Context: an optimization exercise on an open-source flow, tuned for small area, a short achievable clock period and few clock cycles per item. The choices shown serve that exercise and are no tape-out recipe. In this exercise RTL edits were held to simulation tests only and were not proved equivalent to the original. Power is estimated from default activity; no workload was simulated.

// bounded_fifo_with_keyed_removal_core
module bounded_fifo_with_keyed_removal_core #(
    parameter int DEPTH = 16
) (
    input  logic                              clk,
    input  logic                              rst_n,
    input  logic                              in_valid,
    output logic                              in_ready,
    input  logic [1:0]                        req_type,
    input  logic [bfkr_pkg::FIELD_W-1:0]      proc_num,
    input  logic [bfkr_pkg::FIELD_W-1:0]      arrival_time,
    input  logic [bfkr_pkg::FIELD_W-1:0]      cpu_time,
    input  logic [bfkr_pkg::FIELD_W-1:0]      search_key,
    input  logic                              cfg_valid,
    output logic                              cfg_ready,
    input  logic [bfkr_pkg::LIMIT_W-1:0]      queue_limit,
    output logic                              out_valid,
    input  logic                              out_ready,
    output logic                              status,
    output logic [bfkr_pkg::FIELD_W-1:0]      out_proc_num,
    output logic [bfkr_pkg::FIELD_W-1:0]      out_arrival_time,
    output logic [bfkr_pkg::FIELD_W-1:0]      out_cpu_time,
    output logic                              queue_empty,
    output logic [bfkr_pkg::COUNT_OUT_W-1:0]  record_count
);
    localparam int FW = bfkr_pkg::FIELD_W;
    localparam int RW = bfkr_pkg::REC_W;
    localparam int CW = $clog2(DEPTH + 1);
    logic             s1_v;
  ...
Size in the first run: ~2700 cells after synthesis, about 1000 flip-flops, about 130 I/O pins.
export LEC_CHECK = 0
export CAP_MARGIN = 20
export CORE_MARGIN = 2
export CORE_UTILIZATION = 55
export CTS_CLUSTER_DIAMETER = 100
export CTS_CLUSTER_SIZE = 30
export SETUP_SLACK_MARGIN = 3.0
export SLEW_MARGIN = 20
create_clock -name core_clock -period 5.5 [get_ports {clk}]
run.sh (not shown) runs the stock make flow with config.mk's settings and CLKGATE_MAP_FILE= SYNTH_SCRIPT=/design/flow/synth_recipe.tcl, a recipe that flattens the netlist after the stock synthesis.
The first run finished clean.
Testbench counts at the start, summed over its fixed seeds: cycles 4,044, items 4,000.
Rerun with:
--- a/flow/config.mk
+++ b/flow/config.mk
@@ -13 +13 @@
-export SETUP_SLACK_MARGIN = 3.0
+export SETUP_SLACK_MARGIN = 2.7
Outcome:
- sequential power barely changes
- power decreases by 5.2%
- final area decreases by 6.7%
- global-route usage decreases by 3.3 points
- via count decreases by 5.4%
Rerun with:
--- a/flow/config.mk
+++ b/flow/config.mk
@@ -7,0 +8 @@
+export ABC_CLOCK_PERIOD_IN_PS = 3000
@@ -13 +14 @@
-export SETUP_SLACK_MARGIN = 2.7
+export SETUP_SLACK_MARGIN = 2.9
What happened: The changed run completed without violations; final cell count came out higher by about 2.4%; count of clock-buffer cells in the layout came out lower by 2; total power is higher by 2.5%; fmax is higher by 5.5%; clock skew came out higher by 0.016 ns; via count grows by about 4.6%; worst setup slack improved by 0.15 ns; sequential power is about the same; die area is unchanged; global-route usage climbs by 2.2 points; utilization increases by 2.4 points.
Rerun with:
--- a/flow/config.mk
+++ b/flow/config.mk
@@ -8 +7,0 @@
-export ABC_CLOCK_PERIOD_IN_PS = 3000
@@ -11 +10 @@
-export CORE_UTILIZATION = 55
+export CORE_UTILIZATION = 60
Wire length went down by a little under a tenth.
Register-to-register slack gets worse by 0.14 ns.
Clock-buffer cell count went up by 4.
Via count went down by a few percent.
Design area went down by a few percent.
Worst setup slack gets worse by 0.11 ns.
Power went down by a few percent.
Utilization went up by 3.8 points.
Final cell count went down by a few percent.
Rerun with:
--- a/flow/config.mk
+++ b/flow/config.mk
@@ -7,0 +8 @@
+export ABC_CLOCK_PERIOD_IN_PS = 3000
@@ -10,3 +11 @@
-export CORE_UTILIZATION = 60
-export CTS_CLUSTER_DIAMETER = 100
-export CTS_CLUSTER_SIZE = 30
+export CORE_UTILIZATION = 55
Effect:
- combinational power increases by about 5%
- routed wire length increases by 8.3%
- die area increases by 8.9%
Rerun with:
--- a/flow/config.mk
+++ b/flow/config.mk
@@ -11 +11,3 @@
-export CORE_UTILIZATION = 55
+export CORE_UTILIZATION = 65
+export CTS_CLUSTER_DIAMETER = 80
+export CTS_CLUSTER_SIZE = 24
After rerunning:
- utilization grows by 8.9 points
- global-route usage is higher by 4.0 points
- sequential power climbs by about 1%
- area after synthesis stays the same
- count of clock-buffer cells in the layout falls by 57
- hold slack stays flat

========
Another version of the RTL of bounded_fifo_with_keyed_removal_core (not shown whole).
For scale: roughly 2700 cells after synthesis, about 1000 flip-flops, ~40000 um^2 of cells after synthesis.
Design bounded_fifo_with_keyed_removal_core, start of the top module:
module bounded_fifo_with_keyed_removal_core #(
    parameter int DEPTH = 16
) (
    input  logic                              clk,
    input  logic                              rst_n,
    input  logic                              in_valid,
    output logic                              in_ready,
    input  logic [1:0]                        req_type,
    input  logic [bfkr_pkg::FIELD_W-1:0]      proc_num,
    input  logic [bfkr_pkg::FIELD_W-1:0]      arrival_time,
    input  logic [bfkr_pkg::FIELD_W-1:0]      cpu_time,
    input  logic [bfkr_pkg::FIELD_W-1:0]      search_key,
    input  logic                              cfg_valid,
    output logic                              cfg_ready,
    input  logic [bfkr_pkg::LIMIT_W-1:0]      queue_limit,
    output logic                              out_valid,
    input  logic                              out_ready,
    output logic                              status,
    output logic [bfkr_pkg::FIELD_W-1:0]      out_proc_num,
    output logic [bfkr_pkg::FIELD_W-1:0]      out_arrival_time,
    output logic [bfkr_pkg::FIELD_W-1:0]      out_cpu_time,
    output logic                              queue_empty,
    output logic [bfkr_pkg::COUNT_OUT_W-1:0]  record_count
);
make LEC_CHECK=0 CAP_MARGIN=20 CORE_MARGIN=2 CORE_UTILIZATION=40 SLEW_MARGIN=20 finish   # period 5.5 ns
The first run passed the timing, DRC and antenna checks.
Testbench counts at the start, summed over its fixed seeds: cycles 4,016, items 4,000.
==> next run, changes <==
ABC_CLOCK_PERIOD_IN_PS = 3200   (was not set)
SETUP_SLACK_MARGIN = 2.2   (was not set)
What happened:
- via count grows by a little under a tenth
- power grows by a few percent
- critical path depth grows by 1
- maximum frequency grows by a quarter to a third
- cell count grows by a few percent
- clock skew grows by 0.013 ns
- worst hold slack is worse by 0.0035 ns

========
## job 9263
RTL: one of the versions met above, not the one the previous note started from.
For scale: about 130 I/O pins, ~0.040 mm² of cells after synthesis.
==> flow/design.v (excerpt) <==
module bounded_fifo_with_keyed_removal_core #(
    parameter int DEPTH = 16
) (
    input  logic                              clk,
    input  logic                              rst_n,
    input  logic                              in_valid,
    output logic                              in_ready,
    input  logic [1:0]                        req_type,
    input  logic [bfkr_pkg::FIELD_W-1:0]      proc_num,
    input  logic [bfkr_pkg::FIELD_W-1:0]      arrival_time,
    input  logic [bfkr_pkg::FIELD_W-1:0]      cpu_time,
    input  logic [bfkr_pkg::FIELD_W-1:0]      search_key,
    input  logic                              cfg_valid,
    output logic                              cfg_ready,
    input  logic [bfkr_pkg::LIMIT_W-1:0]      queue_limit,
    output logic                              out_valid,
    input  logic                              out_ready,
    output logic                              status,
    output logic [bfkr_pkg::FIELD_W-1:0]      out_proc_num,
    output logic [bfkr_pkg::FIELD_W-1:0]      out_arrival_time,
    output logic [bfkr_pkg::FIELD_W-1:0]      out_cpu_time,
    output logic                              queue_empty,
    output logic [bfkr_pkg::COUNT_OUT_W-1:0]  record_count
);
    localparam int FW = bfkr_pkg::FIELD_W;
    localparam int RW = bfkr_pkg::REC_W;
    localparam int CW = $clog2(DEPTH + 1);
    logic             s1_v;
    logic             s1_enq;
    logic [DEPTH-1:0] s1_slot;
    logic [DEPTH-1:0] s1_hit;
    logic [RW-1:0]    mem [DEPTH];
    logic [DEPTH-1:0] vld;
    logic [DEPTH-1:0] age [DEPTH];
    logic [CW-1:0]    cnt;
    logic [CW-1:0]    lim;
    logic             out_v;
    logic             out_st;
    logic [RW-1:0]    out_rec;
    logic             cnt_zero;
    logic [CW-1:0]    cnt_next;
    logic             slot_free;
    logic             exec;
    logic [DEPTH-1:0] used_n;
    logic [DEPTH-1:0] ffp_n;
    logic [DEPTH-1:0] ffp;
    logic [DEPTH-1:0] hit_in;
  ...
Settings: LEC_CHECK=0, ABC_CLOCK_PERIOD_IN_PS=4500, CAP_MARGIN=20, CORE_MARGIN=2, CORE_UTILIZATION=55, CTS_CLUSTER_DIAMETER=100, CTS_CLUSTER_SIZE=30, SETUP_SLACK_MARGIN=2.9, SLEW_MARGIN=20; clock period 5.5 ns.
Job 9263: no failed stages, no open violations at the end
Testbench counts of job 9263, summed over its fixed seeds: cycles 4,044, items 4,000.
The following lists how job 6875 was set up differently from job 9263:
# job 9263
export LEC_CHECK = 0
export ABC_CLOCK_PERIOD_IN_PS = 4500
export CAP_MARGIN = 20
export CORE_MARGIN = 2
export CORE_UTILIZATION = 55
export CTS_CLUSTER_DIAMETER = 100
export CTS_CLUSTER_SIZE = 30
export SETUP_SLACK_MARGIN = 2.9
export SLEW_MARGIN = 20
create_clock -name core_clock -period 5.5 [get_ports {clk}]
# job 6875
export LEC_CHECK = 0
export CAP_MARGIN = 20
export CORE_MARGIN = 2
export CORE_UTILIZATION = 55
export CTS_CLUSTER_DIAMETER = 100
export CTS_CLUSTER_SIZE = 30
export SETUP_SLACK_MARGIN = 2.9
export SLEW_MARGIN = 20
export TNS_END_PERCENT = 30
create_clock -name core_clock -period 5.5 [get_ports {clk}]
==> run notes <==
- Job 9263 reports its slowest library cell on the worst path as sky130_fd_sc_hd__a21oi_4 while job 6875 reports sky130_fd_sc_hd__edfxtp_1.
- Total overflow reported by the global router: job 9263 vs job 6875 — no meaningful difference
- Summary: with job 9263 as the reference, detailed-route wire length per cell in job 6875 moved down by a few percent.
- Compared with job 9263, in job 6875 final cycle utilization of the critical path went up 1.5 points; fmax fell by about 3%.
- In job 6875 the number of buffers inserted to repair setup after CTS turned out 10 higher than in job 9263.
- Max aggregate routed wire length across job 6875 and job 9263: job 9263
- Of job 6875 and job 9263, the run reporting the higher data required time at the worst endpoint was job 6875.
- Re number of max-capacitance violations reported: no difference whatsoever between job 6875 and job 9263.
- Between job 6875 and job 9263, the cell count along the critical path is higher for job 6875.
- NOTE: layout net count in job 6875 exceeds that of job 9263
- As far as summed area of non-filler cells in the final layout is concerned, job 6875 and job 9263 perform about the same.

[separate check: timing with driven ports]
In the flow no input, the clock included, has a driving cell. The finished layouts below were timed again as built, in two steps.
Step 1 assumes that a clkbuf_16 drives the clock port and a buf_2 every other input.
Step 2, shift: input delay + t, output delay - t, t = (earliest + latest rising clock arrival at the registers) / 2. This alone moves slack from input paths to output paths.
Slacks: ideal / step 1 / step 2; pairs: ideal / step 1.
run | t, ns | setup WS [ns] | worst setup path at the end | clock arrival spread, ns
the first run of note 1 | 0.708 | 2.839 / 2.772 / 2.209 | input to register | 0.037 / 0.037
the second run of note 1 | 0.696 | 2.655 / 2.631 / 2.051 | input to register | 0.026 / 0.026
the third run of note 1 | 0.702 | 2.804 / 2.750 / 2.249 | input to register | 0.045 / 0.045
the fourth run of note 1 | 0.686 | 2.695 / 2.695 / 2.177 | input to register | 0.030 / 0.030
the fifth run of note 1 | 0.748 | 2.710 / 2.710 / 2.120 | input to register | 0.043 / 0.043
the sixth run of note 1 | 0.718 | 2.722 / 2.722 / 2.150 | input to register | 0.037 / 0.037
the first run of note 2 | 0.755 | 0.856 / 0.782 / 1.093 | input to register | 0.054 / 0.054
the second run of note 2 | 0.756 | 1.745 / 1.673 / 1.627 | input to register | 0.062 / 0.063
job 9263 | 0.702 | 2.804 / 2.750 / 2.249 | input to register | 0.045 / 0.045
job 6875 | 0.708 | 2.720 / 2.720 / 2.108 | input to register | 0.028 / 0.028
After both steps every run listed still meets setup and hold. For the first run of note 1, which loses most, drivers alone change the setup slack by -0.067 ns; drivers and shift together by -0.630 ns.
